This is an optimization exercise on Yosys and OpenROAD, whose aim is small area, a short achievable clock period and few clock cycles per item, not a production implementation.
Only simulation tests tie the RTL to the original design; equivalence was not proved.

==> design.v <==
`default_nettype none
package dgza_pkg;
	localparam int DIM_W     = 11;
	localparam int SUM_W     = 32;
	localparam int MEAN_W    = 16;
	localparam int DIVR_W    = 17;    
	localparam int QUO_W     = 18;    
	localparam int NSTEP     = QUO_W / 2;    
	localparam int ZONE_COUNT = 16;
	localparam int ZONE_W    = $clog2(ZONE_COUNT);
	localparam int CFG_IDX_W = 2;
	localparam int CFG_DATA_W = 16;
	localparam int DEF_MAX_WIDTH  = 1280;
	localparam int DEF_MAX_HEIGHT = 1024;
	localparam logic [DIM_W-1:0]  RST_WIDTH     = 11'd640;
	localparam logic [DIM_W-1:0]  RST_HEIGHT    = 11'd480;
	localparam logic [MEAN_W-1:0] RST_THRESHOLD = 16'd1000;
	localparam logic [CFG_IDX_W-1:0] CFG_FRAME_WIDTH    = 2'd0;
	localparam logic [CFG_IDX_W-1:0] CFG_FRAME_HEIGHT   = 2'd1;
	localparam logic [CFG_IDX_W-1:0] CFG_NEAR_THRESHOLD = 2'd2;
	typedef enum logic [1:0] {
		ST_ACC,
		ST_CONV,
		ST_NEAR,
		ST_EMIT
	} state_t;
	typedef struct packed {
		logic [10:0] pixel_x;
		logic [9:0]  pixel_y;
		logic [15:0] depth_value;
		logic        frame_end;
	} in_t;
	typedef struct packed {
		logic [3:0]  zone_index;
		logic [15:0] zone_mean;
		logic        zone_near;
		logic        steer_right_hint;
		logic        steer_left_hint;
		logic        report_last;
	} out_t;
endpackage
`default_nettype wire
`default_nettype none
import dgza_pkg::*;
module depth_grid_zone_averager #(
	parameter int MAX_WIDTH  = dgza_pkg::DEF_MAX_WIDTH,
	parameter int MAX_HEIGHT = dgza_pkg::DEF_MAX_HEIGHT
) (
	input  wire                                   clk,
	input  wire                                   arst_n,
	input  wire                                   cfg_we,
	input  wire  [dgza_pkg::CFG_IDX_W-1:0]        cfg_index,
	input  wire  [dgza_pkg::CFG_DATA_W-1:0]       cfg_data,
	input  wire                                   in_valid,
	output logic                                  in_ready,
	input  dgza_pkg::in_t                         in_data,
	output logic                                  out_valid,
	input  wire                                   out_ready,
	output dgza_pkg::out_t                        out_data
);
	localparam int CMP_W  = DIM_W + 2;
	localparam int STEP_W = $clog2(NSTEP + 1);
	localparam int PROD_W = 2 * DIM_W;
	dgza_pkg::state_t state_q;
	logic [DIM_W-1:0]  width_q, height_q;    
	logic [MEAN_W-1:0] thresh_q;
	logic [DIM_W-1:0]  cfg_dim, w_wr, h_wr;
	assign cfg_dim = cfg_data[DIM_W-1:0];
	always_comb begin
		w_wr = cfg_dim;
		if (cfg_dim < DIM_W'(4)) w_wr = DIM_W'(4);
		else if ({2'b00, cfg_dim} > CMP_W'(MAX_WIDTH)) w_wr = DIM_W'(MAX_WIDTH);
		h_wr = cfg_dim;
		if (cfg_dim < DIM_W'(4)) h_wr = DIM_W'(4);
		else if ({2'b00, cfg_dim} > CMP_W'(MAX_HEIGHT)) h_wr = DIM_W'(MAX_HEIGHT);
	end
	always_ff @(posedge clk or negedge arst_n) begin
		if (!arst_n) begin
			width_q  <= RST_WIDTH;
			height_q <= RST_HEIGHT;
			thresh_q <= RST_THRESHOLD;
		end else if (cfg_we) begin
			case (cfg_index)
				CFG_FRAME_WIDTH:    width_q  <= w_wr;
				CFG_FRAME_HEIGHT:   height_q <= h_wr;
				CFG_NEAR_THRESHOLD: thresh_q <= cfg_data[MEAN_W-1:0];
				default: ;
			endcase
		end
	end
	logic [CMP_W-1:0] w3_q, h3_q;
	always_ff @(posedge clk) begin
		w3_q <= {2'b00, width_q} + {1'b0, width_q, 1'b0};
		h3_q <= {2'b00, height_q} + {1'b0, height_q, 1'b0};
	end
	logic [PROD_W-1:0] prod_q;
	logic [3:0]        mcnt_q;
	logic              mstart_q, mbusy, mbusy_q;
	logic [DIM_W:0]    madd;
	logic [DIVR_W-1:0] divisor;
	logic [DIVR_W+1:0] div3_q;
	assign mbusy   = mstart_q || (mcnt_q != 4'd0);
	assign madd    = {1'b0, prod_q[PROD_W-1:DIM_W]} + (prod_q[0] ? {1'b0, width_q} : '0);
	assign divisor = prod_q[DIVR_W+3:4];
	always_ff @(posedge clk or negedge arst_n) begin
		if (!arst_n) begin
			prod_q   <= PROD_W'(RST_WIDTH) * PROD_W'(RST_HEIGHT);
			mcnt_q   <= '0;
			mstart_q <= 1'b0;
			mbusy_q  <= 1'b0;
		end else begin
			mstart_q <= cfg_we && (cfg_index == CFG_FRAME_WIDTH || cfg_index == CFG_FRAME_HEIGHT);
			mbusy_q  <= mbusy;
			if (mstart_q) begin
				prod_q <= {{DIM_W{1'b0}}, height_q};
				mcnt_q <= 4'(DIM_W);
			end else if (mcnt_q != 4'd0) begin
				prod_q <= {madd, prod_q[DIM_W-1:1]};
				mcnt_q <= mcnt_q - 4'd1;
			end
		end
	end
	always_ff @(posedge clk) begin
		div3_q <= {2'b00, divisor} + {1'b0, divisor, 1'b0};
	end
	logic [CMP_W-1:0] x4, y4;
	logic             cx1, cx2, cx3, cy1, cy2, cy3;
	logic [1:0]       col_in, row_in;
	assign x4  = {in_data.pixel_x, 2'b00};
	assign y4  = {1'b0, in_data.pixel_y, 2'b00};
	assign cx1 = x4 >= {2'b00, width_q};
	assign cx2 = x4 >= {1'b0, width_q, 1'b0};
	assign cx3 = x4 >= w3_q;
	assign cy1 = y4 >= {2'b00, height_q};
	assign cy2 = y4 >= {1'b0, height_q, 1'b0};
	assign cy3 = y4 >= h3_q;
	assign col_in = {cx2, cx3 | (cx1 & !cx2)};
	assign row_in = {cy2, cy3 | (cy1 & !cy2)};
	logic              in_ready_q, closed_q;
	logic              a_v;
	logic [1:0]        a_row, a_col;
	logic [MEAN_W-1:0] a_d;
	logic              a_fe;
	logic              in_acc;
	assign in_acc = in_valid && in_ready_q;
	always_ff @(posedge clk) begin
		a_row <= row_in;
		a_col <= col_in;
		a_d   <= in_data.depth_value;
		a_fe  <= in_data.frame_end;
	end
	logic [SUM_W-1:0]      sums_q [ZONE_COUNT];
	logic [ZONE_COUNT-1:0] valid_q;
	logic [ZONE_COUNT-1:0] near_q;
	logic              seq;         
	logic [ZONE_W-1:0] pos_q;       
	logic [STEP_W-1:0] st_q;        
	assign seq = (state_q != ST_ACC);
	logic [1:0]       rsel, csel;
	logic [SUM_W-1:0] colrd [4];
	logic [SUM_W-1:0] rd;
	assign rsel = seq ? pos_q[3:2] : a_row;
	assign csel = seq ? pos_q[1:0] : a_col;
	for (genvar j = 0; j < 4; j++) begin : g_colrd
		assign colrd[j] = valid_q[{rsel, 2'(j)}] ? sums_q[{rsel, 2'(j)}] : '0;
	end
	assign rd = colrd[csel];
	logic              b_v;
	logic [ZONE_W-1:0] b_z;
	logic [SUM_W-1:0]  b_old;
	logic [MEAN_W-1:0] b_d;
	logic              b_fe;
	logic [ZONE_W-1:0] a_z;
	assign a_z = {a_row, a_col};
	logic [MEAN_W:0]        lo_sum;
	logic [SUM_W-MEAN_W-1:0] hi, hi_inc;
	logic                   hi_ones, sat;
	logic [SUM_W-1:0]       sum_new;
	assign lo_sum  = {1'b0, b_old[MEAN_W-1:0]} + {1'b0, b_d};
	assign hi      = b_old[SUM_W-1:MEAN_W];
	assign hi_inc  = hi + 1'b1;
	assign hi_ones = &hi;
	assign sat     = lo_sum[MEAN_W] && hi_ones;
	assign sum_new = sat ? {SUM_W{1'b1}} : {(lo_sum[MEAN_W] ? hi_inc : hi), lo_sum[MEAN_W-1:0]};
	always_ff @(posedge clk) begin
		b_old <= (b_v && b_z == a_z) ? sum_new : rd;
		b_d   <= a_d;
		b_z   <= a_z;
		b_fe  <= a_fe;
	end
	logic go, conv_step, near_pass;
	assign go        = !mbusy && !mbusy_q;
	assign conv_step = (state_q == ST_CONV) && go && (st_q != '0);
	assign near_pass = (state_q == ST_NEAR);
	logic [DIVR_W-1:0] rem_q [4];
	logic [1:0]        nb_q [4];
	logic [1:0]        qb [4];
	logic [DIVR_W-1:0] rem_nx [4];
	logic [SUM_W-1:0]  wbus [4];
	logic [3:0]        near_v;
	for (genvar j = 0; j < 4; j++) begin : g_div
		logic [DIVR_W+1:0] t;
		logic [DIVR_W+2:0] d1, d2, d3;
		assign t  = {rem_q[j], nb_q[j]};
		assign d1 = {1'b0, t} - {3'b000, divisor};
		assign d2 = {1'b0, t} - {2'b00, divisor, 1'b0};
		assign d3 = {1'b0, t} - {1'b0, div3_q};
		always_comb begin
			if (!d3[DIVR_W+2]) begin
				qb[j] = 2'd3;
				rem_nx[j] = d3[DIVR_W-1:0];
			end else if (!d2[DIVR_W+2]) begin
				qb[j] = 2'd2;
				rem_nx[j] = d2[DIVR_W-1:0];
			end else if (!d1[DIVR_W+2]) begin
				qb[j] = 2'd1;
				rem_nx[j] = d1[DIVR_W-1:0];
			end else begin
				qb[j] = 2'd0;
				rem_nx[j] = t[DIVR_W-1:0];
			end
		end
		always_ff @(posedge clk) begin
			if (st_q == '0) begin
				rem_q[j] <= DIVR_W'(colrd[j][SUM_W-1:QUO_W]);
				nb_q[j]  <= colrd[j][QUO_W-1:QUO_W-2];
			end else begin
				rem_q[j] <= rem_nx[j];
				nb_q[j]  <= colrd[j][QUO_W-3:QUO_W-4];
			end
		end
		assign wbus[j] = conv_step ? {sum_new[SUM_W-1:QUO_W], colrd[j][QUO_W-3:0], qb[j]} : sum_new;
		assign near_v[j] = !(colrd[j][QUO_W-1] || colrd[j][QUO_W-2]) && (colrd[j][MEAN_W-1:0] < thresh_q);
	end
	for (genvar z = 0; z < ZONE_COUNT; z++) begin : g_sum
		logic we_acc, we_conv;
		assign we_acc  = b_v && (b_z == ZONE_W'(z));
		assign we_conv = conv_step && (pos_q[3:2] == 2'(z / 4));
		always_ff @(posedge clk) begin
			if (we_acc || we_conv) sums_q[z] <= wbus[z % 4];
			if (near_pass && pos_q[3:2] == 2'(z / 4)) near_q[z] <= near_v[z % 4];
		end
	end
	logic              out_valid_q;
	dgza_pkg::out_t    out_q;
	logic              right_q, left_q;
	logic              ld, emit_end;
	logic [MEAN_W-1:0] mean_rd;
	assign ld       = (state_q == ST_EMIT) && (!out_valid_q || out_ready);
	assign emit_end = ld && (pos_q == ZONE_W'(ZONE_COUNT - 1));
	assign mean_rd  = (rd[QUO_W-1] || rd[QUO_W-2]) ? {MEAN_W{1'b1}} : rd[MEAN_W-1:0];
	always_ff @(posedge clk) begin
		if (ld) begin
			out_q.zone_index       <= pos_q;
			out_q.zone_mean        <= mean_rd;
			out_q.zone_near        <= near_q[pos_q];
			out_q.steer_right_hint <= right_q;
			out_q.steer_left_hint  <= left_q;
			out_q.report_last      <= (pos_q == ZONE_W'(ZONE_COUNT - 1));
		end
	end
	assign in_ready  = in_ready_q;
	assign out_valid = out_valid_q;
	assign out_data  = out_q;
	logic closed_d;
	assign closed_d = (closed_q && !emit_end) || (in_acc && in_data.frame_end);
	always_ff @(posedge clk or negedge arst_n) begin
		if (!arst_n) begin
			state_q     <= ST_ACC;
			in_ready_q  <= 1'b1;
			closed_q    <= 1'b0;
			out_valid_q <= 1'b0;
			a_v         <= 1'b0;
			b_v         <= 1'b0;
			valid_q     <= '0;
		end else begin
			a_v        <= in_acc;
			b_v        <= a_v;
			closed_q   <= closed_d;
			in_ready_q <= !closed_d && !cfg_we;
			for (int z = 0; z < ZONE_COUNT; z++) begin
				if ((b_v && b_z == ZONE_W'(z)) || (conv_step && pos_q[3:2] == 2'(z / 4))) valid_q[z] <= 1'b1;
			end
			if (ld) out_valid_q <= 1'b1;
			else if (out_ready) out_valid_q <= 1'b0;
			case (state_q)
				ST_ACC: begin
					if (b_v && b_fe) state_q <= ST_CONV;
				end
				ST_CONV: begin
					if (go && st_q == STEP_W'(NSTEP) && pos_q[3:2] == 2'd3) state_q <= ST_NEAR;
				end
				ST_NEAR: begin
					if (pos_q[3:2] == 2'd3) state_q <= ST_EMIT;
				end
				ST_EMIT: begin
					if (emit_end) begin
						state_q <= ST_ACC;
						valid_q <= '0;
					end
				end
				default: state_q <= ST_ACC;
			endcase
		end
	end
	always_ff @(posedge clk) begin
		case (state_q)
			ST_ACC: begin
				pos_q   <= '0;
				st_q    <= '0;
				right_q <= 1'b0;
				left_q  <= 1'b0;
			end
			ST_CONV: begin
				if (go) begin
					if (st_q == STEP_W'(NSTEP)) begin
						st_q  <= '0;
						pos_q <= pos_q + ZONE_W'(4);
					end else begin
						st_q <= st_q + STEP_W'(1);
					end
				end
			end
			ST_NEAR: begin
				pos_q <= pos_q + ZONE_W'(4);
				if (near_v[0] || near_v[1]) right_q <= 1'b1;
				if (near_v[2] || near_v[3]) left_q <= 1'b1;
			end
			ST_EMIT: begin
				if (ld) pos_q <= pos_q + ZONE_W'(1);
			end
			default: ;
		endcase
	end
endmodule
`default_nettype wire
==> flow/run.sh <==
#!/bin/bash
# Own flow: the standard layout (standard.sh, unchanged synthesis, floorplan,
# power grid, placement, CTS and routing) with a larger setup repair margin, so
# that the resizer works the paths down well below the 12 ns clock period.
# The SDC, clock period and all other settings are the design's.
set -euo pipefail
bash standard.sh SETUP_SLACK_MARGIN=8 finish > standard_flow.log 2>&1
==> standard.sh <==
#!/bin/bash
# synth_recipe.tcl (not shown) runs the flow's synth.tcl, then flattens the netlist and writes it again
# the make line also repeats each setting of config.mk as NAME=value (left out here)
make -C /OpenROAD-flow-scripts/flow DESIGN_CONFIG=/design/flow/config.mk WORK_HOME=/design/flow/orfs CLKGATE_MAP_FILE= SYNTH_SCRIPT=/design/flow/synth_recipe.tcl "${@:-finish}"
==> config.mk <==
export PLATFORM = sky130hd
export DESIGN_NAME = depth_grid_zone_averager
export DESIGN_NICKNAME = depth_grid_zone_averager
export VERILOG_FILES = /design/flow/design.v
export SDC_FILE = /design/flow/constraint.sdc
export NUM_CORES = 4
export LEC_CHECK = 0
export CAP_MARGIN = 20
export CORE_MARGIN = 2
export CORE_UTILIZATION = 40
export SLEW_MARGIN = 20
==> constraint.sdc <==
create_clock -name core_clock -period 12.0 [get_ports {clk}]
set_input_delay 2.4000 -clock core_clock [delete_from_list [all_inputs] [get_ports {clk}]]
set_output_delay 2.4000 -clock core_clock [all_outputs]
set_load 0.01 [all_outputs]
==> results of run 1 <==
-- how the worst min path moves through the flow --
| stage | from | endpoint | slack [ns] | cells past startpoint |
|---|---|---|---|---|
| 6_report | a_d[14]$_DFF_P_ | b_d[14]$_DFF_P_ | 0.33 | 0 |
| 5_1_grt | a_d[9]$_DFF_P_ | b_d[9]$_DFF_P_ | 0.34 | 0 |
| 4_1_cts | a_d[12]$_DFF_P_ | b_d[12]$_DFF_P_ | 0.33 | 0 |
| 3_5_place_dp | a_d[12]$_DFF_P_ | b_d[12]$_DFF_P_ | 0.31 | 0 |
| 3_3_place_gp | a_d[9]$_DFF_P_ | b_d[9]$_DFF_P_ | 0.31 | 0 |
| 2_1_floorplan | a_d[0]$_DFF_P_ | b_d[0]$_DFF_P_ | 0.31 | 0 |
-- cells in the mapped netlist, types with 18 or more instances --
cell type / count / area (um2)
a211o_1: 20 / 175
a211oi_1: 50 / 375
a21boi_0: 18 / 135
a21o_1: 71 / 533
a21oi_1: 267 / 1340
a22oi_1: 22 / 165
a31oi_1: 34 / 213
and2_1: 47 / 294
and3_1: 30 / 188
buf_2: 35 / 175
clkbuf_1: 93 / 349
dfrtp_1: 72 / 1800
dfxtp_1: 195 / 3900
edfxtp_1: 562 / 16900
ha_1: 411 / 5140
inv_1: 232 / 871
mux2_2: 34 / 383
mux2i_1: 43 / 430
mux4_2: 128 / 2880
nand2_1: 380 / 1430
nand2b_1: 55 / 344
nand3_1: 72 / 360
nand4_1: 22 / 138
nor2_1: 286 / 1070
nor2b_1: 52 / 325
nor3_1: 88 / 440
o211ai_1: 65 / 488
o21a_1: 75 / 563
o21ai_0: 311 / 1560
o21bai_1: 27 / 203
o31a_1: 22 / 193
o31ai_1: 20 / 150
or3_1: 28 / 175
xnor2_1: 127 / 1110
xor2_1: 52 / 455
-- worst max-delay path, cell delays in order, from the launching register on --
cell	delay (ns)
dfrtp_1	0.40
inv_2	0.09
ha_4	0.20
mux2_8	0.38
buf_12	0.14
mux4_2	0.53
buf_8	0.20
nand2_2	0.10
inv_1	0.06
ha_1	0.30
a21o_1	0.17
a21o_1	0.18
a21oi_2	0.21
o2111a_1	0.19
o211ai_1	0.13
a41oi_2	0.31
o31a_1	0.19
-- layer usage --
layer / up-vias / share of wire (%)
met5: - / 0.029
met4: 6 / 3.9
met3: 296 / 7.6
met2: 1432 / 44
met1: 17900 / 44
li1: 16800 / -
-- per-stage QoR --
| stage | hold WS, ns | area (um2) |
|---|---|---|
| detailed placement | 0.313 | 51500 |
| floorplan | 0.310 | 48600 |
| global route | 0.339 | 56300 |
| finish | 0.327 | 56300 |
| CTS | 0.327 | 55300 |
| global placement | 0.310 | 51500 |
-- flip-flops by register name, summed over array words and instances, names as in the netlist, 13 cells and up --
name,count
sums_q,512
rem_q,68
b_old,32
out_q,24
prod_q,22
div3_q,19
a_d,16
b_d,16
near_q,16
thresh_q,16
valid_q,16
h3_q,13
w3_q,13
-- final cells by class --
type / count / share of cell area [%]
Clock buffer: 131 / 4.58
Timing Repair Buffer: 234 / 4.47
Sequential cell: 846 / 40.9
Multi-Input combinational cell: 3131 / 44.2
Clock inverter: 40 / 0.640
Inverter: 232 / 1.55
Tap cell: 1612 / 3.58
-- logic make-up (layout without fill, tap and decap cells) --
kind of cell    after synthesis  in the layout
compound gates             1163           1163
flops                       846            846
simple gates               1139           1140
mux                         216            219
fa+ha+maj                   430            430
xor+xnor                    179            179
buf+inv                     388            637
-- timing repair --
item | in CTS | in global routing
pin swaps | 5 | 27
setup endpoints to repair | 840 | 935
resized for setup | 92 | 139
gates cloned | 11 | 4
setup buffers | 33 | 51
hold endpoints to repair | 0 | 0
==> summary.md, run 1 <==
| Metric | Value |
|---|---|
| Status | `finished clean` |
| Clock Tree Buf Depth | `3` |
| Number of port buffers | `86` |
| Rows | `127` |
| Simple-Gate Fraction of Synth Area | `11.1%` |
| Vias in the first global route | `34,500` |
| Post-synth EDFFs | `562` |
| Commonest non-fill, non-tap cell in the layout | `edfxtp_1` |
| Die H | `352 um` |
| Hold Fails Final Rpt | `0` |
| Routed wire length | `148,000 um` |
| Slew Viols, Final | `0` |
| Max-slew headroom | `25.5%` |
| Storage cell area | `23,000 um2` |
| Clk sinks | `846` |
| Iter 0 DRT Violations | `3,546` |
| Crit. End Element | `register` |
| Minimum clock period | `4.08 ns` |
| Starting Density | `40.4%` |
| Register bit count reported by yosys | `846` |
| I/O pin total | `87` |
| Synth async-reset ratio | `10.5%` |
| Per-cell routed wire length | `23.8 um` |
| Drt first pass iters | `5` |
| Setup crit end | `left_q$_DFFE_PP_` |
| Largest net degree at the start of global routing | `68` |
| Worst setup SP type | `register` |
| Mapped cell area | `48,500 um2` |
| Final Cycle Share | `34.0%` |
| Root Buffer Master | `clkbuf_16` |
| Pre-CTS setup slack | `6.66 ns` |
| Worst EP arrival | `4.48 ns` |
| Core Region | `120,000 um2` |
| Cts hold-fix bufs | `0` |
| RD Place Congestion | `0.898` |
| CTS tree | `yes` |
| Residual DRC | `0` |
| Critical path origin | `state_q[0]$_DFFE_PN0P_` |
| DR vias | `36,500` |
| Met2 usage | `35.7%` |
| Layout Nets | `5,026` |
| Synthesized-area fraction occupied by adder cells | `11.3%` |
| CP Class | `register to register` |
| Most frequent cells in the layout | `edfxtp_1, ha_1, nand2_1, o21ai_0, nor2_1` |
| Worst-margin pin slew | `1.11 ns` |
| HPWL Detailed | `98,400 um` |
| Met1 usage | `32.8%` |
| Die X | `352 um` |
| Grt met3 use | `3.28%` |
| Post-synthesis net count | `4,850` |
| PnR worst setup slack | `7.92 ns` |
| GRT busiest layer | `met2` |
| Worst clock skew | `0.0652 ns` |
| Synth Instances | `4,361` |
| Reg-to-reg endpoint | `left_q$_DFFE_PP_` |
| Multi-input gate area | `24,900 um2` |
| Die area | `124,000 um2` |
| CP required | `12.39 ns` |
| Syn avg cell area | `11.1 um2` |
| First-pass GRT wire length | `219,000 um` |
| R2r startpoint | `state_q[0]$_DFFE_PN0P_` |
| Vias per cell | `5.86` |
| Fillers | `11,000` |
| Antenna diodes | `0` |
| Inst Count DP | `5,956` |
| H-tree depth | `3` |
| Peak Freq | `245 MHz` |
| Antenna violations before repair | `8` |
| Worst-path clk slew | `0.06 ns` |
| Final core utilization | `46.9%` |
| Routed Antenna Nets | `0` |
| Total Routing Usage GR | `23.0%` |
| Setup TNS | `0 ns` |
| Largest family of logic cells by synthesized area | `compound AO/OA/AOI/OAI gates` |
| Ys Warns | `8` |
| Area Overhead vs Synth | `15.9%` |
| Post-synthesis mux area share | `8.14%` |
| Max FO, Critical Path | `5` |
| Post-synthesis compound-gate area fraction | `15.5%` |
| R2R depth | `16` |
| Non-Filler Instances | `6,226` |
| Netlist cell types | `102` |
| Setup violations, final | `0` |
| RSZ-0062 raised after global routing | `yes` |
| Hold Path Class | `register to register` |
| Seq/Total Area, Yosys | `47.4%` |
| Post-synthesis xor/xnor area fraction | `3.23%` |
| Layout cell share with drive strength beyond 1 | `14.0%` |
| CTS buffer count | `92` |
| Latest clock arrival within the worst-skew pair | `0.70 ns` |
| R2r setup slk | `7.92 ns` |
| Remaining global-route overflow | `0` |
| Max-cap violations | `0` |
| Ys flop type | `edfxtp_1` |
Testbench counts, summed over its fixed seeds: cycles 18,213, frames 96.
==> run 2: changes to the inputs <==
--- a/design.v
+++ b/design.v
@@ -163,4 +163,11 @@
 	assign csel = seq ? pos_q[1:0] : a_col;
+	logic [ZONE_COUNT-1:0] zsel;
+	for (genvar z = 0; z < ZONE_COUNT; z++) begin : g_zsel
+		assign zsel[z] = valid_q[z] && (rsel == 2'(z / 4));
+	end
 	for (genvar j = 0; j < 4; j++) begin : g_colrd
-		assign colrd[j] = valid_q[{rsel, 2'(j)}] ? sums_q[{rsel, 2'(j)}] : '0;
+		assign colrd[j] = ({SUM_W{zsel[j]}}      & sums_q[j])
+		                | ({SUM_W{zsel[4 + j]}}  & sums_q[4 + j])
+		                | ({SUM_W{zsel[8 + j]}}  & sums_q[8 + j])
+		                | ({SUM_W{zsel[12 + j]}} & sums_q[12 + j]);
 	end
@@ -190,6 +197,21 @@
 	end
-	logic go, conv_step, near_pass;
+	logic go, conv_step;
 	assign go        = !mbusy && !mbusy_q;
 	assign conv_step = (state_q == ST_CONV) && go && (st_q != '0);
-	assign near_pass = (state_q == ST_NEAR);
+	logic             near_clr, near_upd, near_wr;
+	logic [1:0]       near_row;
+	logic [QUO_W+1:0] thr_ext;
+	logic [1:0]       tdig;
+	assign near_clr = (state_q == ST_CONV) && go && (st_q == STEP_W'(1));
+	assign near_wr  = ((state_q == ST_CONV) && go && (st_q == '0) && (pos_q[3:2] != 2'd0))
+	               || (state_q == ST_NEAR);
+	assign near_upd = ((state_q == ST_CONV) && go && (st_q > STEP_W'(1))) || near_wr;
+	assign near_row = pos_q[3:2] - 2'd1;
+	assign thr_ext  = {4'b0000, thresh_q};
+	always_comb begin
+		tdig = thr_ext[1:0];    
+		for (int s = 2; s <= NSTEP; s++) begin
+			if (st_q == STEP_W'(s)) tdig = thr_ext[2*(NSTEP-s+2)-1 -: 2];
+		end
+	end
 	logic [DIVR_W-1:0] rem_q [4];
@@ -232,3 +254,15 @@
 		assign wbus[j] = conv_step ? {sum_new[SUM_W-1:QUO_W], colrd[j][QUO_W-3:0], qb[j]} : sum_new;
-		assign near_v[j] = !(colrd[j][QUO_W-1] || colrd[j][QUO_W-2]) && (colrd[j][MEAN_W-1:0] < thresh_q);
+		logic [1:0] qd_q;
+		logic       lt_q, gt_q;
+		assign near_v[j] = lt_q || (!gt_q && (qd_q < tdig));
+		always_ff @(posedge clk) begin
+			qd_q <= qb[j];
+			if (near_clr) begin
+				lt_q <= 1'b0;
+				gt_q <= 1'b0;
+			end else if (near_upd) begin
+				lt_q <= near_v[j];
+				gt_q <= gt_q || (!lt_q && (qd_q > tdig));
+			end
+		end
 	end
@@ -240,3 +274,3 @@
 			if (we_acc || we_conv) sums_q[z] <= wbus[z % 4];
-			if (near_pass && pos_q[3:2] == 2'(z / 4)) near_q[z] <= near_v[z % 4];
+			if (near_wr && near_row == 2'(z / 4)) near_q[z] <= near_v[z % 4];
 		end
@@ -292,5 +326,3 @@
 				end
-				ST_NEAR: begin
-					if (pos_q[3:2] == 2'd3) state_q <= ST_EMIT;
-				end
+				ST_NEAR: state_q <= ST_EMIT;
 				ST_EMIT: begin
@@ -314,2 +346,6 @@
 			ST_CONV: begin
+				if (near_wr) begin
+					if (near_v[0] || near_v[1]) right_q <= 1'b1;
+					if (near_v[2] || near_v[3]) left_q <= 1'b1;
+				end
 				if (go) begin
@@ -324,3 +360,2 @@
 			ST_NEAR: begin
-				pos_q <= pos_q + ZONE_W'(4);
 				if (near_v[0] || near_v[1]) right_q <= 1'b1;
==> flow/run.sh (replaced) <==
#!/bin/bash
# Own flow: the standard layout (standard.sh: unchanged synthesis, floorplan,
# power grid, placement, CTS and routing) with two knobs changed:
#  - a larger setup repair margin, so that the resizer works the paths down well
#    below the 12 ns clock period;
#  - buf_4 as the port buffer cell (every input and output still gets a buffer).
# The SDC, clock period and all other settings are the design's.
set -euo pipefail
bash standard.sh SETUP_SLACK_MARGIN=8 "BUFFER_PORTS_ARGS=-buffer_cell sky130_fd_sc_hd__buf_4" finish > standard_flow.log 2>&1
==> summary.md, run 2 <==
| Metric | Value |
|---|---|
| Residual DRC | `0 (unchanged)` |
| Final Cycle Share | `34.3% (+0.30 points)` |
| Largest net degree at the start of global routing | `71 (+4.4%)` |
| Layout cell share with drive strength beyond 1 | `10.1% (-4.0 points)` |
| Area Overhead vs Synth | `12.5%` |
| Worst EP arrival | `4.42 ns (-0.06 ns)` |
| Number of port buffers | `86 (unchanged)` |
| Remaining global-route overflow | `0 (unchanged)` |
| Setup TNS | `0 ns (unchanged)` |
| CP required | `12.31 ns (-0.08 ns)` |
| Syn avg cell area | `10.6 um2 (-5.1%)` |
| H-tree depth | `3 (unchanged)` |
| Peak Freq | `243 MHz (-0.87%)` |
| Iter 0 DRT Violations | `2,917 (-18%)` |
| Met3 wire len | `7410 um (-34%)` |
| Minimum clock period | `4.12 ns (+0.0359 ns)` |
| Area fraction of the dominant cell type after synthesis | `35.6% (+0.81 points)` |
| Synth async-reset ratio | `10.3% (-0.20 points)` |
| Worst path cell trace | `ha_1, fa_1, a21o_1, a21oi_2, o21bai_2, a2111oi_4, nor4_4, o221ai_4, nor2_1, a31oi_2` |
| Cts hold-fix bufs | `0 (unchanged)` |
| Routed Antenna Nets | `0 (unchanged)` |
| Synth Instances | `4,491 (+3.0%)` |
| Routed wire length | `137,000 um (-7.5%)` |
| RD Place Congestion | `0.879 (-2.1%)` |
| Antenna violations before repair | `3 (-5)` |
| Met1 wire length | `61,500 um (-6.0%)` |
| Top post-synthesis cells by area | `edfxtp_1, ha_1, dfxtp_1` |
| Worst setup SP type | `register` |
| Setup violations, final | `0 (unchanged)` |
| Top sig layer | `met5` |
| Vias in the first global route | `33,800 (-2.2%)` |
| Register bit count reported by yosys | `862 (+1.9%)` |
| CTS tree | `yes` |
| Per-cell routed wire length | `22.2 um (-6.8%)` |
| Final core utilization | `45.3% (-1.6 points)` |
| DR vias | `35,300 (-3.2%)` |
| Netlist cell types | `93 (-8.8%)` |
| Rows | `126 (-0.79%)` |
| Mapped cell area | `47,400 um2 (-2.3%)` |
| Layout Nets | `5,012 (-0.28%)` |
| Slowest stage delay, CP | `0.88 ns (+0.35 ns)` |
| Seq/Total Area, Yosys | `49.2% (+1.8 points)` |
| Latest clock arrival within the worst-skew pair | `0.68 ns (-0.02 ns)` |
| Crit. End Element | `register` |
| Slew Viols, Final | `0 (unchanged)` |
| Commonest non-fill, non-tap cell in the layout | `edfxtp_1` |
| Post-synthesis net count | `4,939 (+1.8%)` |
| Root Buffer Master | `clkbuf_16` |
| Most frequent cells in the layout | `edfxtp_1, nor2_1, ha_1, nand2_1, a22oi_1` |
| Routed met2 length | `62,600 um (-4.6%)` |
| Post-synth top cells | `edfxtp_1, nor2_1, ha_1, nand2_1, a22oi_1` |
| Hold Fails Final Rpt | `0 (unchanged)` |
| Die X | `348 um (-1.1%)` |
| CP Class | `register to register` |
| Starting Density | `40.2% (-0.18 points)` |
| Drt first pass iters | `6 (+1)` |
| Ys flop type | `edfxtp_1` |
| Post-synth EDFFs | `562 (unchanged)` |
| Critical path's slowest cell | `a31oi_2` |
| RSZ-0062 raised after global routing | `yes` |
| Ys Warns | `8 (unchanged)` |
| Vias per cell | `5.71 (-2.4%)` |
| Dominant cell type by area after synthesis | `edfxtp_1` |
| Die area | `121,000 um2 (-2.2%)` |
| Core Region | `118,000 um2 (-1.8%)` |
| Max-slew headroom | `23.3% (-2.3 points)` |
| Fillers | `10,900 (-0.65%)` |
| Non-Filler Instances | `6,177 (-0.79%)` |
| Worst-margin pin slew | `1.15 ns (+0.0359 ns)` |
| Total Routing Usage GR | `22.1% (-0.92 points)` |
| Status | `finished clean` |
| CTS buffer count | `89 (-3.3%)` |
| Max-cap violations | `0 (unchanged)` |
| Worst clock skew | `0.0371 ns (-0.0281 ns)` |
| Inst Count DP | `6,001 (+0.76%)` |
| First-pass GRT wire length | `207,000 um (-5.6%)` |
| Top flop regs | `sums_q x512, rem_q x68, b_old x32` |
| Clk sinks | `862 (+1.9%)` |
| Die H | `348 um (-1.1%)` |
| Most frequent cell after synthesis | `edfxtp_1` |
| CP delay by family, top | `compound AO/OA/AOI/OAI gates` |
| I/O pin total | `87 (unchanged)` |
| Max FO, Critical Path | `17 (+12)` |
| Clock Tree Buf Depth | `3 (unchanged)` |
| HPWL Detailed | `97,400 um (-1.0%)` |
| Buf+Inv Stages, Crit Path | `0 (-4)` |
| Hold Path Class | `register to register` |
| Top reg by flops | `sums_q` |
| Final Cell Area | `53,400 um2 (-5.2%)` |
| Max reg flops | `512 (unchanged)` |
| Worst-path clk slew | `0.07 ns (about the same)` |
| Placed inst area | `50,000 um2 (-2.8%)` |
## run 2: cell count changes after synthesis, sizes merged, moves of 27 or more
cell,previous run,this run
a21oi,269,236
mux2i,44,71
o211ai,66,33
o21a,75,119
nor2,287,447
a22oi,22,263
inv,232,181
mux4,136,2
ha,411,370
nand2,381,344
o21ai,317,245
## run 2: worst paths after layout
kind / startpoint / end / slack, ns / cells after the start
worst max-delay path: b_old[0]$_DFF_P_ / sums_q[0][22]$_DFFE_PP_ / 7.88 / 10
worst min-delay path: a_d[8]$_DFF_P_ / b_d[8]$_DFF_P_ / 0.32 / 0
worst max register to register: b_old[0]$_DFF_P_ / sums_q[0][22]$_DFFE_PP_ / 7.88 / 10
worst min register to register: a_d[8]$_DFF_P_ / b_d[8]$_DFF_P_ / 0.32 / 0
max in group asynchronous: arst_n / mstart_q$_DFF_PN0_ / 9.08 / 2
min in group asynchronous: arst_n / out_valid_q$_DFFE_PN0P_ / 1.60 / 1
## run 2: final cells by class
| class | instances | area, um2 | area share (%) |
|---|---|---|---|
| Sequential cell | 862 | 23300 | 43.8 |
| Multi-Input combinational cell | 3273 | 23100 | 43.3 |
| Clock buffer | 106 | 2400 | 4.50 |
| Tap cell | 1536 | 1920 | 3.60 |
| Timing Repair Buffer | 157 | 1190 | 2.24 |
| Clock inverter | 60 | 698 | 1.31 |
| Inverter | 181 | 687 | 1.29 |
| Antenna cell | 2 | 5.00 | 0.00938 |
## run 2: metrics by stage
stage / worst slack, ns / hold slack (ns)
finish: 7.88 / 0.320
global route: 7.74 / 0.329
CTS: 7.89 / 0.325
detailed placement: 7.27 / 0.312
global placement: 7.35 / 0.310
floorplan: 8.02 / 0.310
## run 2: timing repair
action	4_1_cts	5_1_grt
setup endpoints to repair	684	816
cloned	0	0
pin swaps	0	1
gates resized for setup	10	31
buffers inserted	0	8
## run 2: per-layer routing
| metal | up-vias | track usage [%] |
|---|---|---|
| li1 | 16900 | - |
| met2 | 987 | 35.7 |
| met4 | 4 | 8.79 |
| met5 | - | 0 |
| met3 | 258 | 2.87 |
| met1 | 17100 | 30.0 |
## run 2: cells by family (layout without fill, tap and decap cells)
group           after synthesis  after routing  share of synthesized area (%)
simple gates               1257           1257                           12.2
xor+xnor                    187            187                           3.45
fa+ha+maj                   387            387                           10.5
flops                       862            862                           49.2
buf+inv                     356            504                           3.00
compound gates             1329           1329                           19.2
other cells                   0              2                              0
mux                         113            113                           2.54
Testbench counts of run 2, summed over its fixed seeds: cycles 17,925, frames 96.
==> run 3: changes to the inputs <==
--- a/design.v
+++ b/design.v
@@ -6,3 +6,3 @@
 	localparam int DIVR_W    = 17;    
-	localparam int QUO_W     = 18;    
+	localparam int QUO_W     = 16;    
 	localparam int NSTEP     = QUO_W / 2;    
@@ -23,3 +23,2 @@
 		ST_CONV,
-		ST_NEAR,
 		ST_EMIT
@@ -64,18 +63,8 @@
 	dgza_pkg::state_t state_q;
-	logic [DIM_W-1:0]  width_q, height_q;    
+	logic [DIM_W-1:0]  wraw_q, hraw_q;       
 	logic [MEAN_W-1:0] thresh_q;
-	logic [DIM_W-1:0]  cfg_dim, w_wr, h_wr;
-	assign cfg_dim = cfg_data[DIM_W-1:0];
-	always_comb begin
-		w_wr = cfg_dim;
-		if (cfg_dim < DIM_W'(4)) w_wr = DIM_W'(4);
-		else if ({2'b00, cfg_dim} > CMP_W'(MAX_WIDTH)) w_wr = DIM_W'(MAX_WIDTH);
-		h_wr = cfg_dim;
-		if (cfg_dim < DIM_W'(4)) h_wr = DIM_W'(4);
-		else if ({2'b00, cfg_dim} > CMP_W'(MAX_HEIGHT)) h_wr = DIM_W'(MAX_HEIGHT);
-	end
 	always_ff @(posedge clk or negedge arst_n) begin
 		if (!arst_n) begin
-			width_q  <= RST_WIDTH;
-			height_q <= RST_HEIGHT;
+			wraw_q   <= RST_WIDTH;
+			hraw_q   <= RST_HEIGHT;
 			thresh_q <= RST_THRESHOLD;
@@ -83,4 +72,4 @@
 			case (cfg_index)
-				CFG_FRAME_WIDTH:    width_q  <= w_wr;
-				CFG_FRAME_HEIGHT:   height_q <= h_wr;
+				CFG_FRAME_WIDTH:    wraw_q   <= cfg_data[DIM_W-1:0];
+				CFG_FRAME_HEIGHT:   hraw_q   <= cfg_data[DIM_W-1:0];
 				CFG_NEAR_THRESHOLD: thresh_q <= cfg_data[MEAN_W-1:0];
@@ -90,6 +79,18 @@
 	end
+	logic [DIM_W-1:0] w_cl, h_cl;
+	always_comb begin
+		w_cl = wraw_q;
+		if (wraw_q < DIM_W'(4)) w_cl = DIM_W'(4);
+		else if ({2'b00, wraw_q} > CMP_W'(MAX_WIDTH)) w_cl = DIM_W'(MAX_WIDTH);
+		h_cl = hraw_q;
+		if (hraw_q < DIM_W'(4)) h_cl = DIM_W'(4);
+		else if ({2'b00, hraw_q} > CMP_W'(MAX_HEIGHT)) h_cl = DIM_W'(MAX_HEIGHT);
+	end
+	logic [DIM_W-1:0] width_q, height_q;
 	logic [CMP_W-1:0] w3_q, h3_q;
 	always_ff @(posedge clk) begin
-		w3_q <= {2'b00, width_q} + {1'b0, width_q, 1'b0};
-		h3_q <= {2'b00, height_q} + {1'b0, height_q, 1'b0};
+		width_q  <= w_cl;
+		height_q <= h_cl;
+		w3_q     <= {2'b00, w_cl} + {1'b0, w_cl, 1'b0};
+		h3_q     <= {2'b00, h_cl} + {1'b0, h_cl, 1'b0};
 	end
@@ -114,3 +115,3 @@
 			if (mstart_q) begin
-				prod_q <= {{DIM_W{1'b0}}, height_q};
+				prod_q <= {{DIM_W{1'b0}}, h_cl};
 				mcnt_q <= 4'(DIM_W);
@@ -201,2 +202,3 @@
 	logic             near_clr, near_upd, near_wr;
+	logic             first_q;     
 	logic [1:0]       near_row;
@@ -206,6 +208,6 @@
 	assign near_wr  = ((state_q == ST_CONV) && go && (st_q == '0) && (pos_q[3:2] != 2'd0))
-	               || (state_q == ST_NEAR);
+	               || ((state_q == ST_EMIT) && first_q);
 	assign near_upd = ((state_q == ST_CONV) && go && (st_q > STEP_W'(1))) || near_wr;
 	assign near_row = pos_q[3:2] - 2'd1;
-	assign thr_ext  = {4'b0000, thresh_q};
+	assign thr_ext  = {2'b00, thresh_q};
 	always_comb begin
@@ -219,2 +221,3 @@
 	logic [1:0]        qb [4];
+	logic [3:0]        sat_q;
 	logic [DIVR_W-1:0] rem_nx [4];
@@ -230,3 +233,3 @@
 		always_comb begin
-			if (!d3[DIVR_W+2]) begin
+			if (sat_q[j] || !d3[DIVR_W+2]) begin
 				qb[j] = 2'd3;
@@ -248,2 +251,3 @@
 				nb_q[j]  <= colrd[j][QUO_W-1:QUO_W-2];
+				sat_q[j] <= {1'b0, colrd[j][SUM_W-1:QUO_W]} >= divisor;
 			end else begin
@@ -281,2 +285,5 @@
 	logic              ld, emit_end;
+	logic              right_d, left_d;
+	assign right_d = right_q || (near_wr && (near_v[0] || near_v[1]));
+	assign left_d  = left_q || (near_wr && (near_v[2] || near_v[3]));
 	logic [MEAN_W-1:0] mean_rd;
@@ -284,3 +291,3 @@
 	assign emit_end = ld && (pos_q == ZONE_W'(ZONE_COUNT - 1));
-	assign mean_rd  = (rd[QUO_W-1] || rd[QUO_W-2]) ? {MEAN_W{1'b1}} : rd[MEAN_W-1:0];
+	assign mean_rd  = rd[MEAN_W-1:0];
 	always_ff @(posedge clk) begin
@@ -290,4 +297,4 @@
 			out_q.zone_near        <= near_q[pos_q];
-			out_q.steer_right_hint <= right_q;
-			out_q.steer_left_hint  <= left_q;
+			out_q.steer_right_hint <= right_d;
+			out_q.steer_left_hint  <= left_d;
 			out_q.report_last      <= (pos_q == ZONE_W'(ZONE_COUNT - 1));
@@ -324,5 +331,4 @@
 				ST_CONV: begin
-					if (go && st_q == STEP_W'(NSTEP) && pos_q[3:2] == 2'd3) state_q <= ST_NEAR;
+					if (go && st_q == STEP_W'(NSTEP) && pos_q[3:2] == 2'd3) state_q <= ST_EMIT;
 				end
-				ST_NEAR: state_q <= ST_EMIT;
 				ST_EMIT: begin
@@ -338,2 +344,3 @@
 	always_ff @(posedge clk) begin
+		first_q <= (state_q == ST_CONV) && go && (st_q == STEP_W'(NSTEP)) && (pos_q[3:2] == 2'd3);
 		case (state_q)
@@ -346,6 +353,4 @@
 			ST_CONV: begin
-				if (near_wr) begin
-					if (near_v[0] || near_v[1]) right_q <= 1'b1;
-					if (near_v[2] || near_v[3]) left_q <= 1'b1;
-				end
+				right_q <= right_d;
+				left_q  <= left_d;
 				if (go) begin
@@ -359,7 +364,5 @@
 			end
-			ST_NEAR: begin
-				if (near_v[0] || near_v[1]) right_q <= 1'b1;
-				if (near_v[2] || near_v[3]) left_q <= 1'b1;
-			end
 			ST_EMIT: begin
+				right_q <= right_d;
+				left_q  <= left_d;
 				if (ld) pos_q <= pos_q + ZONE_W'(1);
==> summary.md, run 3 <==
| Metric | Value |
|---|---|
| Setup violations, final | `0 (unchanged)` |
| Post-synthesis net count | `4,925 (-0.28%)` |
| Peak Freq | `258 MHz (+6.2%)` |
| Register bit count reported by yosys | `887 (+2.9%)` |
| Reg-to-reg endpoint | `sums_q[0][14]$_DFFE_PP_` |
| Hold Fails Final Rpt | `0 (unchanged)` |
| HPWL Detailed | `99,700 um (+2.4%)` |
| Antenna violations before repair | `2 (-1)` |
| Largest net degree at the start of global routing | `68 (-4.2%)` |
| CP Class | `register to register` |
| Number of port buffers | `86 (unchanged)` |
| Area Overhead vs Synth | `15.7%` |
| Latest clock arrival within the worst-skew pair | `0.68 ns (about the same)` |
| Most frequent cell after synthesis | `edfxtp_1` |
| Clk sinks | `887 (+2.9%)` |
| Mapped cell area | `48,100 um2 (+1.3%)` |
| Area fraction of the dominant cell type after synthesis | `35.4% (-0.20 points)` |
| Max-cap violations | `0 (unchanged)` |
| Root Buffer Master | `clkbuf_16` |
| Worst setup SP type | `register` |
| RSZ-0062 raised after global routing | `yes` |
| R2R depth | `12 (+2)` |
| Routed Antenna Nets | `0 (unchanged)` |
| Iter 0 DRT Violations | `3,118 (+6.9%)` |
| Die area | `123,000 um2 (+1.3%)` |
| Top reg by flops | `sums_q` |
| Dominant cell type by area after synthesis | `edfxtp_1` |
| Antenna diodes | `0 (-2)` |
| Fillers | `11,000 (+0.46%)` |
| Hold Path Class | `register to register` |
| Seq/Total Area, Yosys | `49.7% (+0.50 points)` |
| Final Cell Area | `55,600 um2 (+4.2%)` |
| Synth async-reset ratio | `10.0% (-0.29 points)` |
| Most frequent cells in the layout | `edfxtp_1, ha_1, nand2_1, a21oi_1, nor2_1` |
| Die X | `351 um (+0.63%)` |
| Worst-path clk slew | `0.06 ns (about the same)` |
| Top flop regs | `sums_q x512, rem_q x68, b_old x32` |
| Slew Viols, Final | `0 (unchanged)` |
| Remaining global-route overflow | `0 (unchanged)` |
| RD Place Congestion | `0.881 (+0.22%)` |
| Final Cycle Share | `32.3% (-2.0 points)` |
| Netlist cell types | `80 (-14%)` |
| Layout Nets | `5,096 (+1.7%)` |
| I/O pin total | `87 (unchanged)` |
| Drt first pass iters | `9 (+3)` |
| Residual DRC | `0 (unchanged)` |
| Synth Instances | `4,416 (-1.7%)` |
| Setup TNS | `0 ns (unchanged)` |
| Syn avg cell area | `10.9 um2 (+3.0%)` |
| CP required | `12.36 ns (+0.05 ns)` |
| R2r startpoint | `b_old[9]$_DFF_P_` |
| Die H | `351 um (+0.63%)` |
| Starting Density | `40.2% (about the same)` |
| Critical path origin | `b_old[9]$_DFF_P_` |
| Layout cell share with drive strength beyond 1 | `13.2% (+3.2 points)` |
| Post-synth EDFFs | `566 (+0.71%)` |
| Vias in the first global route | `34,500 (+2.0%)` |
| Total Routing Usage GR | `23.0% (+0.92 points)` |
| Rows | `127 (+0.79%)` |
| Crit. End Element | `register` |
| Per-cell routed wire length | `23.0 um (+3.6%)` |
| CTS tree | `yes` |
| Post-synth top cells | `edfxtp_1, ha_1, nand2_1, a21oi_1, nor2_1` |
| Worst EP arrival | `4.23 ns (-0.19 ns)` |
| Ys Warns | `8 (unchanged)` |
| Core Region | `119,000 um2 (+1.3%)` |
| R2r setup slk | `8.12 ns (+0.24 ns)` |
| Clock Tree Buf Depth | `3 (unchanged)` |
| H-tree depth | `3 (unchanged)` |
| Worst-margin pin slew | `1.07 ns (-0.0777 ns)` |
| First-pass GRT wire length | `215,000 um (+3.9%)` |
| CTS buffer count | `93 (+4.5%)` |
| Setup crit end | `sums_q[0][14]$_DFFE_PP_` |
| Top post-synthesis cells by area | `edfxtp_1, ha_1, dfxtp_1` |
| Ys flop type | `edfxtp_1` |
| Max-slew headroom | `28.5% (+5.2 points)` |
| Worst clock skew | `0.0289 ns (-0.00825 ns)` |
| Routed wire length | `144,000 um (+5.3%)` |
| Status | `finished clean` |
| Placed inst area | `51,000 um2 (+1.8%)` |
| Commonest non-fill, non-tap cell in the layout | `edfxtp_1` |
| Max reg flops | `512 (unchanged)` |
| Minimum clock period | `3.88 ns (-0.239 ns)` |
| Max FO, Critical Path | `26 (+9)` |
| DR vias | `35,800 (+1.5%)` |
| Vias per cell | `5.71 (about the same)` |
## run 3: area by class of cell
type                    count  area, um2  area share (%)
clock buffers             112       2480            4.46
flip-flops and latches    887      23900            43.0
inverters                 185        707            1.27
clock inverters            62        563            1.01
repair buffers            241       2320            4.18
well taps                1612       2020            3.63
multi-input cells        3179      23600            42.5
## run 3: routing by layer
metal | wire length [um] | track usage [%]
met5 | 0 | 0
met4 | 7070 | 10.1
met3 | 8960 | 3.06
met2 | 66500 | 37.5
met1 | 61700 | 30.7
## run 3: worst min path at each step
stage | depth (start not counted) | start | to
finish | 0 | a_d[4]$_DFF_P_ | b_d[4]$_DFF_P_
global route | 0 | a_d[5]$_DFF_P_ | b_d[5]$_DFF_P_
CTS | 0 | a_d[4]$_DFF_P_ | b_d[4]$_DFF_P_
detailed placement | 0 | a_d[4]$_DFF_P_ | b_d[4]$_DFF_P_
global placement | 0 | a_d[6]$_DFF_P_ | b_d[6]$_DFF_P_
floorplan | 0 | a_d[0]$_DFF_P_ | b_d[0]$_DFF_P_
## run 3: critical path, cell delays in order (launching register included)
cell and delay [ns]:
dfxtp_1 0.30, ha_1 0.36, a21o_1 0.20, a21o_1 0.20, a21oi_1 0.20, inv_1 0.06, nor2_1 0.46, a2111oi_4 0.21
nand2b_1 0.12, buf_4 0.40, nand2_8 0.20, nor2_1 0.61, a21oi_1 0.21
## run 3: kinds of logic (layout without fill, tap and decap cells)
family	count (synthesis)	after routing	synth area share (%)
xor gates and xnor gates	210	210	3.83
and+or+nand+nor	1066	1067	10.3
DFF	887	887	49.7
buffers and inverters	351	600	2.80
adders and majority gates	448	448	11.9
AOI/OAI and AO/OA	1348	1348	18.8
muxes	106	106	2.59
## run 3: timing repair
item                                    4_1_cts  5_1_grt
pin swaps                                    15       29
endpoints found under the setup margin      974      875
hold buffers                                  0        0
resized for setup                            74      111
gates cloned                                  6        5
buffers inserted                             44       24
## run 3: stage by stage
stage / worst slack, ns / utilization [%] / hold slack [ns] / cells
floorplan: 7.90 / - / 0.310 / 4416
global placement: 7.05 / 42.6 / 0.311 / 6025
detailed placement: 6.91 / 42.6 / 0.312 / 6025
CTS: 7.80 / 45.9 / 0.323 / 6249
global route: 7.92 / 46.5 / 0.329 / 6278
finish: 8.12 / 46.5 / 0.321 / 6278
Testbench counts of run 3, summed over its fixed seeds: cycles 17,445, frames 96.
==> run 4: changes to the inputs <==
--- a/design.v
+++ b/design.v
@@ -180,2 +180,6 @@
 	logic              b_fe;
+	logic              c_v;         
+	logic [ZONE_W-1:0] c_z;
+	logic [SUM_W-1:0]  c_sum;
+	logic              c_fe;
 	logic [ZONE_W-1:0] a_z;
@@ -193,3 +197,5 @@
 	always_ff @(posedge clk) begin
-		b_old <= (b_v && b_z == a_z) ? sum_new : rd;
+		if (b_v && b_z == a_z) b_old <= sum_new;
+		else if (c_v && c_z == a_z) b_old <= c_sum;
+		else b_old <= rd;
 		b_d   <= a_d;
@@ -197,2 +203,5 @@
 		b_fe  <= a_fe;
+		c_sum <= sum_new;
+		c_z   <= b_z;
+		c_fe  <= b_fe;
 	end
@@ -233,3 +242,3 @@
 		always_comb begin
-			if (sat_q[j] || !d3[DIVR_W+2]) begin
+			if ((sat_q[j] && st_q != STEP_W'(1)) || !d3[DIVR_W+2]) begin
 				qb[j] = 2'd3;
@@ -251,4 +260,4 @@
 				nb_q[j]  <= colrd[j][QUO_W-1:QUO_W-2];
-				sat_q[j] <= {1'b0, colrd[j][SUM_W-1:QUO_W]} >= divisor;
 			end else begin
+				if (st_q == STEP_W'(1)) sat_q[j] <= {1'b0, rem_q[j][QUO_W-1:0]} >= divisor;
 				rem_q[j] <= rem_nx[j];
@@ -257,3 +266,3 @@
 		end
-		assign wbus[j] = conv_step ? {sum_new[SUM_W-1:QUO_W], colrd[j][QUO_W-3:0], qb[j]} : sum_new;
+		assign wbus[j] = conv_step ? {c_sum[SUM_W-1:QUO_W], colrd[j][QUO_W-3:0], qb[j]} : c_sum;
 		logic [1:0] qd_q;
@@ -274,3 +283,3 @@
 		logic we_acc, we_conv;
-		assign we_acc  = b_v && (b_z == ZONE_W'(z));
+		assign we_acc  = c_v && (c_z == ZONE_W'(z));
 		assign we_conv = conv_step && (pos_q[3:2] == 2'(z / 4));
@@ -315,2 +324,3 @@
 			b_v         <= 1'b0;
+			c_v         <= 1'b0;
 			valid_q     <= '0;
@@ -319,2 +329,3 @@
 			b_v        <= a_v;
+			c_v        <= b_v;
 			closed_q   <= closed_d;
@@ -322,3 +333,3 @@
 			for (int z = 0; z < ZONE_COUNT; z++) begin
-				if ((b_v && b_z == ZONE_W'(z)) || (conv_step && pos_q[3:2] == 2'(z / 4))) valid_q[z] <= 1'b1;
+				if ((c_v && c_z == ZONE_W'(z)) || (conv_step && pos_q[3:2] == 2'(z / 4))) valid_q[z] <= 1'b1;
 			end
@@ -328,3 +339,3 @@
 				ST_ACC: begin
-					if (b_v && b_fe) state_q <= ST_CONV;
+					if (c_v && c_fe) state_q <= ST_CONV;
 				end
--- a/flow/run.sh
+++ b/flow/run.sh
@@ -8,2 +8,2 @@
 set -euo pipefail
-bash standard.sh SETUP_SLACK_MARGIN=8 "BUFFER_PORTS_ARGS=-buffer_cell sky130_fd_sc_hd__buf_4" finish > standard_flow.log 2>&1
+bash standard.sh SETUP_SLACK_MARGIN=8.5 "BUFFER_PORTS_ARGS=-buffer_cell sky130_fd_sc_hd__buf_4" finish > standard_flow.log 2>&1
==> summary.md, run 4 <==
| Metric | Value |
|---|---|
| Status | `finished clean` |
| Max-slew headroom | `17.5% (-11 points)` |
| CP required | `9.60 ns (-2.76 ns)` |
| Post-synth top cells | `edfxtp_1, ha_1, nand2_1, nor2_1, a21oi_1` |
| Critical path origin | `in_ready_q$_DFF_PN1_` |
| Clk sinks | `925 (+4.3%)` |
| Syn avg cell area | `10.9 um2 (+0.11%)` |
| Seq/Total Area, Yosys | `49.6% (-0.13 points)` |
| Hold Fails Final Rpt | `0 (unchanged)` |
| Mapped cell area | `49,700 um2 (+3.5%)` |
| Ys flop type | `edfxtp_1` |
| Core Region | `123,000 um2 (+3.3%)` |
| Top post-synthesis cells by area | `edfxtp_1, ha_1, dfxtp_1` |
| Hold wc startpoint | `a_d[15]$_DFF_P_` |
| Commonest non-fill, non-tap cell in the layout | `edfxtp_1` |
| Placed inst area | `52,600 um2 (+3.2%)` |
| Drt first pass iters | `5 (-4)` |
| Slew Viols, Final | `0 (unchanged)` |
| Register bit count reported by yosys | `925 (+4.3%)` |
| Vias per cell | `5.79 (+1.4%)` |
| Worst setup SP type | `register` |
| H-tree depth | `3 (unchanged)` |
| Worst path cell trace | `buf_6` |
| Layout Nets | `5,262 (+3.3%)` |
| Starting Density | `40.3% (+0.053 points)` |
| Setup violations, final | `0 (unchanged)` |
| Crit. End Element | `output port` |
| RD Place Congestion | `0.897 (+1.8%)` |
| Max FO, Critical Path | `2 (-92%)` |
| Routed Antenna Nets | `0 (unchanged)` |
| Antenna violations before repair | `3 (+1)` |
| CTS buffer count | `97 (+4.3%)` |
| Area fraction of the dominant cell type after synthesis | `34.2% (-1.2 points)` |
| Top reg by flops | `sums_q` |
| Latest clock arrival within the worst-skew pair | `0.70 ns (+0.02 ns)` |
| Vias in the first global route | `36,100 (+4.8%)` |
| Worst-margin pin slew | `1.20 ns (+0.130 ns)` |
| Residual DRC | `0 (unchanged)` |
| Die area | `127,000 um2 (+3.4%)` |
| Remaining global-route overflow | `0 (unchanged)` |
| Max reg flops | `512 (unchanged)` |
| Post-synth EDFFs | `566 (unchanged)` |
| Final Cell Area | `57,800 um2 (+3.9%)` |
| Buf+Inv Stages, Crit Path | `1 (-1)` |
| DR vias | `37,500 (+4.5%)` |
| R2r startpoint | `prod_q[4]$_DFFE_PN0P_` |
| Most frequent cell after synthesis | `edfxtp_1` |
| Synth async-reset ratio | `9.73% (-0.30 points)` |
| Iter 0 DRT Violations | `3,322 (+6.5%)` |
| Dominant cell type by area after synthesis | `edfxtp_1` |
| HPWL Detailed | `106,000 um (+5.9%)` |
| CP delay by family, top | `flip-flops` |
| Netlist cell types | `96 (+20%)` |
| CTS tree | `yes` |
| Antenna diodes | `0 (unchanged)` |
| Top flop regs | `sums_q x512, rem_q x68` |
| Hold Path Class | `register to register` |
| Total Routing Usage GR | `23.1% (+0.12 points)` |
| Area Overhead vs Synth | `16.2%` |
| Die X | `357 um (+1.7%)` |
| Max-cap violations | `0 (unchanged)` |
| Setup TNS | `0 ns (unchanged)` |
| Final Cycle Share | `30.9% (-1.4 points)` |
| Post-synthesis net count | `5,074 (+3.0%)` |
| I/O pin total | `87 (unchanged)` |
| Die H | `357 um (+1.7%)` |
| Worst EP arrival | `1.30 ns (-2.93 ns)` |
| Clock Tree Buf Depth | `3 (unchanged)` |
| Largest net degree at the start of global routing | `66 (-2.9%)` |
| Ys Warns | `8 (unchanged)` |
| Per-cell routed wire length | `23.4 um (+1.8%)` |
| Worst-path clk slew | `0.06 ns (about the same)` |
| CP Class | `register to output port` |
| Layout cell share with drive strength beyond 1 | `13.9% (+0.66 points)` |
| Worst clock skew | `0.0339 ns (+0.00504 ns)` |
| Peak Freq | `270 MHz (+4.7%)` |
| RSZ-0062 raised after global routing | `yes` |
| Most frequent cells in the layout | `edfxtp_1, ha_1, nor2_1, nand2_1, dfxtp_1` |
| Fillers | `11,300 (+3.3%)` |
| Slowest stage delay, CP | `0.53 ns (-0.08 ns)` |
| Number of port buffers | `86 (unchanged)` |
| Critical path's slowest cell | `dfstp_2` |
| Routed wire length | `151,000 um (+4.9%)` |
| Minimum clock period | `3.70 ns (-0.174 ns)` |
| First-pass GRT wire length | `224,000 um (+4.5%)` |
| Rows | `129 (+1.6%)` |
| Root Buffer Master | `clkbuf_16` |
| Synth Instances | `4,564 (+3.4%)` |
[run 4: changes by cell type after synthesis, moves of 27 or more]
cell	change
a22oi_1	+61
nand3_1	-33
mux2i_1	+31
a31oi_1	+31
a221oi_1	-27
dfxtp_1	+37
o21ai_0	+31
a22o_1	-28
o211ai_1	+33
clkbuf_1	-46
[run 4: cell type report]
class | count | area, um2 | share of cell area (%)
inverter | 179 | 721 | 1.25
timing repair buffer | 246 | 2380 | 4.12
clock inverter | 47 | 464 | 0.804
tap | 1637 | 2050 | 3.55
sequential | 925 | 24700 | 42.7
clock buffer | 133 | 2760 | 4.78
multi-input combinational | 3303 | 24700 | 42.8
[run 4: per-layer routing]
metal	global-route usage, %	vias to the layer above	share of wire, %	wire length, um
li1	-	17700	-	-
met1	30.5	18200	43	64500
met2	38.4	1263	47	71500
met3	3.25	281	6.2	9420
met4	9.04	2	3.8	5810
met5	0	-	0.0059	9
[run 4: repair_timing]
action	4_1_cts	5_1_grt
gates cloned	3	5
buffers inserted	50	34
gates resized for setup	123	142
setup endpoints to repair	957	755
pin swaps	4	17
hold buffers	0	0
[run 4: kinds of logic (layout without fill, tap and decap cells)]
kind of cell    count (synthesis)  count (layout)  share of synthesized area, %
fa+ha+maj                     449             449                          11.6
xor+xnor                      213             213                          3.75
simple gates                 1069            1072                          10.2
mux                           125             125                          2.76
flops                         925             925                          49.6
buf+inv                       340             605                          2.70
compound gates               1443            1444                          19.5
[run 4: worst paths after layout]
path,to,slack (ns),cells past startpoint
max,in_ready,8.30,1
min,b_d[15]$_DFF_P_,0.32,0
max reg2reg,sums_q[8][1]$_DFFE_PP_,8.56,12
min reg2reg,b_d[15]$_DFF_P_,0.32,0
max in group asynchronous,prod_q[5]$_DFFE_PN0P_,9.04,2
min in group asynchronous,thresh_q[0]$_DFFE_PN0P_,1.65,1
[run 4: per-stage QoR]
step	hold WS [ns]	std cells	setup WS [ns]	utilization (%)
3_3_place_gp	0.313	6197	7.74	42.6
3_5_place_dp	0.312	6198	7.70	42.6
2_1_floorplan	0.310	4564	8.10	-
5_1_grt	0.326	6470	8.26	46.8
4_1_cts	0.317	6431	8.25	46.0
6_report	0.316	6470	8.30	46.8
Testbench counts of run 4, summed over its fixed seeds: cycles 17,541, frames 96.
==> run 5: changes to the inputs <==
--- a/design.v
+++ b/design.v
@@ -319,3 +319,2 @@
 			state_q     <= ST_ACC;
-			in_ready_q  <= 1'b1;
 			closed_q    <= 1'b0;
@@ -331,3 +330,2 @@
 			closed_q   <= closed_d;
-			in_ready_q <= !closed_d && !cfg_we;
 			for (int z = 0; z < ZONE_COUNT; z++) begin
@@ -354,2 +352,5 @@
 	end
+	always_ff @(posedge clk) begin
+		in_ready_q <= !closed_d && !cfg_we;
+	end
 	always_ff @(posedge clk) begin
==> summary.md, run 5 <==
| Metric | Value |
|---|---|
| Status | `finished clean` |
| Max FO, Critical Path | `3 (+1)` |
| Critical path origin | `in_data[17]` |
| Layout Nets | `5,328 (+1.3%)` |
| Post-synthesis net count | `5,150 (+1.5%)` |
| Ys flop type | `edfxtp_1` |
| Antenna violations before repair | `1 (-2)` |
| Final core utilization | `46.8% (+0.059 points)` |
| Drt first pass iters | `6 (+1)` |
| Top reg by flops | `sums_q` |
| Commonest non-fill, non-tap cell in the layout | `edfxtp_1` |
| RSZ-0062 raised after global routing | `yes` |
| Routed wire length | `157,000 um (+3.9%)` |
| CTS buffer count | `100 (+3.1%)` |
| Rows | `130 (+0.78%)` |
| Total Routing Usage GR | `23.9% (+0.79 points)` |
| Mapped cell area | `50,300 um2 (+1.1%)` |
| Hold Path Class | `register to register` |
| Minimum clock period | `3.79 ns (+0.0860 ns)` |
| Max-cap violations | `0 (unchanged)` |
| Synth async-reset ratio | `9.62% (-0.11 points)` |
| Iter 0 DRT Violations | `3,706 (+12%)` |
| Synth Instances | `4,640 (+1.7%)` |
| Netlist cell types | `98 (+2.1%)` |
| Most frequent cells in the layout | `edfxtp_1, ha_1, nor2_1, dfxtp_1, a21oi_1` |
| Worst-margin pin slew | `1.12 ns (-0.0855 ns)` |
| Hold Fails Final Rpt | `0 (unchanged)` |
| Final Cycle Share | `31.6% (+0.72 points)` |
| First-pass GRT wire length | `232,000 um (+3.6%)` |
| CP required | `12.56 ns (+2.96 ns)` |
| Clock Tree Buf Depth | `3 (unchanged)` |
| Clk sinks | `925 (unchanged)` |
| CTS tree | `yes` |
| Worst clock skew | `0.0607 ns (+0.0268 ns)` |
| HPWL Detailed | `109,000 um (+3.6%)` |
| Vias per cell | `5.88 (+1.6%)` |
| Multi-input gate area | `25,300 um2 (+2.4%)` |
| Residual DRC | `0 (unchanged)` |
| Post-synth top cells | `edfxtp_1, ha_1, nor2_1, a21oi_1, dfxtp_1` |
| Max reg flops | `512 (unchanged)` |
| Top post-synthesis cells by area | `edfxtp_1, dfxtp_1, ha_1` |
| H-tree depth | `3 (unchanged)` |
| Worst EP arrival | `4.35 ns (+3.05 ns)` |
| Max-slew headroom | `25.5% (+8.0 points)` |
| Hold wc startpoint | `a_d[4]$_DFF_P_` |
| Storage cell area | `24,700 um2 (about the same)` |
| Core Region | `125,000 um2 (+1.3%)` |
| Ys Warns | `8 (unchanged)` |
| Crit. End Element | `register` |
| Routed Antenna Nets | `0 (unchanged)` |
| Non-Filler Instances | `6,556 (+1.3%)` |
| Register bit count reported by yosys | `925 (unchanged)` |
| Dominant cell type by area after synthesis | `edfxtp_1` |
| Die area | `128,000 um2 (+1.1%)` |
| Most frequent cell after synthesis | `edfxtp_1` |
| Root Buffer Master | `clkbuf_16` |
| Seq/Total Area, Yosys | `49.1% (-0.54 points)` |
| Die X | `358 um (+0.53%)` |
| Post-synth EDFFs | `566 (unchanged)` |
| Antenna diodes | `0 (unchanged)` |
| Die H | `358 um (+0.53%)` |
| Area Overhead vs Synth | `16.6%` |
| CP Class | `input port to register` |
| Per-cell routed wire length | `24.0 um (+2.6%)` |
| Inst Count DP | `6,282 (+1.4%)` |
| Peak Freq | `264 MHz (-2.3%)` |
| Final Cell Area | `58,600 um2 (+1.4%)` |
| Number of port buffers | `86 (unchanged)` |
| I/O pin total | `87 (unchanged)` |
| Placed inst area | `53,100 um2 (+1.0%)` |
## run 5: cell types whose count changed after synthesis, sizes merged, moves of 24 or more
cell	delta
o21ai	-39
nand2	-59
nor3	+35
and3	+32
nand3	+82
a21o	+24
## run 5: area by class of cell
cell class	instances	share of cell area, %
clock buffers	133	4.79
clock inverters	57	1.13
inverters	195	1.31
multi-input cells	3349	43.2
flip-flops and latches	925	42.1
well taps	1650	3.52
repair buffers	247	3.95
## run 5: what timing repair did
item                       CTS  global route
pin swaps                   33            55
hold buffers                 0             0
setup buffers               45            37
cloned                       2             0
setup endpoints to repair  985           489
resized for setup          155           141
## run 5: worst paths after layout
path | to | slack, ns | cells after the start
worst max-delay path | a_row[0]$_DFF_P_ | 8.21 | 11
worst min-delay path | b_d[4]$_DFF_P_ | 0.33 | 0
worst max register to register | w3_q[11]$_DFF_P_ | 8.54 | 17
worst min register to register | b_d[4]$_DFF_P_ | 0.33 | 0
max in group asynchronous | prod_q[5]$_DFFE_PN0P_ | 9.09 | 2
min in group asynchronous | valid_q[0]$_DFF_PN0_ | 1.79 | 1
## run 5: cell families after synthesis
logic type	count (synthesis)	synth area share [%]
AOI/OAI and AO/OA	1403	18.9
xor gates and xnor gates	184	3.21
adders and majority gates	449	11.4
buffers and inverters	367	2.86
DFF	925	49.1
muxes	132	2.92
and+or+nand+nor	1180	11.6
## run 5: through the flow
stage	setup slack (ns)	hold WS, ns
finish	8.21	0.327
detailed placement	6.94	0.315
floorplan	7.97	0.310
CTS	8.13	0.330
global placement	6.89	0.313
global route	8.16	0.333
## run 5: per-layer routing
metal  vias up  part of all wire [%]  global-route usage (%)
met3       288                   6.3                    3.25
met2      1324                    46                    38.4
met5         -                     0                       0
met1     18900                    44                    33.0
li1      18100                     -                       -
met4         0                   3.9                    8.79
## run 5: critical path, stage by stage
cell      delay [ns]
buf_8           0.10
ha_4            0.22
nor2b_1         0.12
o21a_1          0.16
o21a_1          0.16
o21a_1          0.16
o21a_1          0.17
o21ai_2         0.13
a21oi_2         0.08
o41a_1          0.36
o221ai_4        0.28
Testbench counts of run 5, summed over its fixed seeds: cycles 17,541, frames 96.

==> port drivers added, routing unchanged <==
In the flow no input, the clock included, has a driving cell. The finished layouts below were timed again as built, in two steps.
Step 1: set_driving_cell puts a clkbuf_16 on clk and a buf_2 on each other input, an assumption about the parent block.
Step 2, shift: input delay + t, output delay - t, t = (earliest + latest rising clock arrival at the registers) / 2. This alone moves slack from input paths to output paths.
a / b / c = ideal ports / drivers / drivers and shift; a / b = the first two.
run	t (ns)	slack for setup (ns)	worst setup path after step 2	cell pins on the clock port's net
run 1	0.734	7.919 / 7.919 / 7.423	input to register	1
run 2	0.730	7.883 / 7.883 / 7.626	input to register	1
run 3	0.748	8.122 / 8.122 / 7.514	input to register	1
run 4	0.758	8.296 / 8.222 / 7.835	input to register	1
run 5	0.774	8.210 / 8.250 / 7.476	input to register	1
After both steps every run listed still meets setup and hold. The setup slack of run 5, which loses most, moves by +0.040 ns with the drivers and by -0.734 ns with both steps.
